This design comes from an exercise in tuning for small area, a short achievable clock period and few clock cycles per item on the open sky130 flow, not from production work. In this exercise RTL edits were held to simulation tests only and were not proved equivalent to the original.

== the previous run ==
// carryless_universal_string_hash
module carryless_universal_string_hash #(
   parameter int BLOCK_WORDS = clush_pkg::BLOCK_WORDS_DEFAULT
) (
   input  wire logic              clock,
   input  wire logic              reset,
   input  wire logic              req_valid,
   output logic                   req_stall,
   input  wire logic              req_cmd,
   input  wire logic [6:0]        req_key_index,
   input  wire logic [63:0]       req_word_data,
   input  wire logic [3:0]        req_valid_bytes,
   input  wire logic              req_last_word,
   output logic                   rsp_valid,
   input  wire logic              rsp_stall,
   output logic      [63:0]       rsp_hash_value,
   input  wire logic              csr_wr_en,
   input  wire logic [clush_pkg::CSR_IW-1:0] csr_index,
   input  wire logic [63:0]       csr_wdata
);
make LEC_CHECK=0 CAP_MARGIN=20 CORE_MARGIN=2 CORE_UTILIZATION=58 CTS_CLUSTER_DIAMETER=60 CTS_CLUSTER_SIZE=26 SETUP_SLACK_MARGIN=4.7 SLEW_MARGIN=20 SYNTH_MEMORY_MAX_BITS=16384 finish   # period 8.0 ns
run.sh (not shown) runs the stock make flow with config.mk's settings and CLKGATE_MAP_FILE= SYNTH_SCRIPT=/design/flow/synth_recipe.tcl, a recipe that flattens the netlist after the stock synthesis.
The previous run was carried through to the last stage, and its layout satisfied the timing, design-rule and antenna checks.
Testbench counts of the previous run, summed over its fixed seeds: cycles 12,488, words 12,396.
Inputs modified between the previous run and the current run:
- SETUP_SLACK_MARGIN now 4.5, was 4.7
- CORE_UTILIZATION now 50, was 58
- The current run vs the previous run: fraction of the core area covered by cells at the end of the flow down in the current run
- The current run leaves less setup margin than the previous run.
- Taking the previous run as the reference, in the current run setup slack of the worst register-to-register path went down 0.11 ns, detail-routed net length per standard cell went down about 3.5%.
- When the current run is set beside the previous run, its met2 layer wire length in the routed design turns out to be 0.65% larger.
- Looking only at first-iteration DRC count, and setting everything else aside, the higher value of the current run and the previous run goes to the previous run.
- On worst-case headroom to the max-slew limit: the current run sits above the previous run.
- Higher height of the chip was reported by the current run, not the previous run.

Another version of the RTL of carryless_universal_string_hash (not shown whole).
Size: ~25000 cells after synthesis, ~220 I/O pins.
make LEC_CHECK=0 CAP_MARGIN=20 CORE_MARGIN=2 CORE_UTILIZATION=62 CTS_CLUSTER_DIAMETER=80 CTS_CLUSTER_SIZE=26 SETUP_SLACK_MARGIN=4.9 SLEW_MARGIN=20 SYNTH_MEMORY_MAX_BITS=16384 finish   # period 8.0 ns
Testbench counts at the start, summed over its fixed seeds: cycles 12,488, words 12,396.
Next try:
Settings changed: CORE_UTILIZATION 62 to 55.
What happened: The changed run passed the timing, design-rule and antenna checks; area after synthesis does not change; global-route usage went down by 2.8 points; core utilization fell by 7.1 points; clock skew goes up by 16 ps; die area rose by 13%; via count is about the same; sequential share of layout area drops by 0.65 points; flip-flop and latch count does not change.

carryless_universal_string_hash, a different RTL version from the one above (not shown whole).
Size in the first run: roughly 25,000 cells after synthesis, roughly 9,900 flip-flops, ~220 I/O pins.
Design carryless_universal_string_hash, start of the top module:
module carryless_universal_string_hash #(
   parameter int BLOCK_WORDS = clush_pkg::BLOCK_WORDS_DEFAULT
) (
   input  wire logic              clock,
   input  wire logic              reset,
   input  wire logic              req_valid,
   output logic                   req_stall,
   input  wire logic              req_cmd,
   input  wire logic [6:0]        req_key_index,
   input  wire logic [63:0]       req_word_data,
   input  wire logic [3:0]        req_valid_bytes,
   input  wire logic              req_last_word,
   output logic                   rsp_valid,
   input  wire logic              rsp_stall,
   output logic      [63:0]       rsp_hash_value,
   input  wire logic              csr_wr_en,
   input  wire logic [clush_pkg::CSR_IW-1:0] csr_index,
   input  wire logic [63:0]       csr_wdata
);
export LEC_CHECK = 0
export CAP_MARGIN = 20
export CORE_MARGIN = 2
export CORE_UTILIZATION = 55
export CTS_CLUSTER_DIAMETER = 80
export CTS_CLUSTER_SIZE = 26
export SETUP_SLACK_MARGIN = 4.9
export SLEW_MARGIN = 20
export SYNTH_MEMORY_MAX_BITS = 16384
create_clock -name core_clock -period 8.0 [get_ports {clock}]
Testbench counts at the start, summed over its fixed seeds: cycles 12,488, words 12,396.
Next try:
CORE_UTILIZATION = 50   (was 55)
CTS_CLUSTER_SIZE = 28   (was 26)
The changed run completed with no timing, DRC or antenna violations. Wire length goes down slightly. Synthesized area does not change. Global-route usage goes down by 3.7 points. Synthesized cell count is unchanged.

[what the ideal ports hide]
In the flow no input, the clock included, has a driving cell. The finished layouts below were timed again as built, in two steps. Step 1, drivers: a clkbuf_16 drives clock and a buf_2 each remaining input, both assumed. Step 2 times the ports against the registers' clock, not the clock port: input delays grow and output delays shrink by t, the midpoint of the rising clock arrivals with the driver on. Three values: ideal ports, drivers, drivers and shift; two values: the first two.
run	t (ns)	setup slack, ns	hold slack, ns	slew at the worst register clock pin (ns)
the previous run	1.258	4.526 / 4.494 / 3.428	0.301 / 0.301 / 0.301	0.10 / 0.10
the current run	1.256	4.419 / 4.332 / 3.311	0.260 / 0.260 / 0.260	0.10 / 0.10
the first run of note 2	1.181	4.770 / 4.717 / 3.692	0.270 / 0.270 / 0.270	0.11 / 0.11
the second run of note 2	1.214	4.760 / 4.672 / 3.834	0.250 / 0.250 / 0.250	0.11 / 0.11
the first run of note 3	1.214	4.760 / 4.672 / 3.834	0.250 / 0.250 / 0.250	0.11 / 0.11
the second run of note 3	1.186	4.646 / 4.646 / 3.736	0.261 / 0.261 / 0.261	0.11 / 0.11
After both steps every run listed still meets setup and hold. For the current run, which loses most, drivers alone change the setup slack by -0.087 ns; drivers and shift together by -1.108 ns.
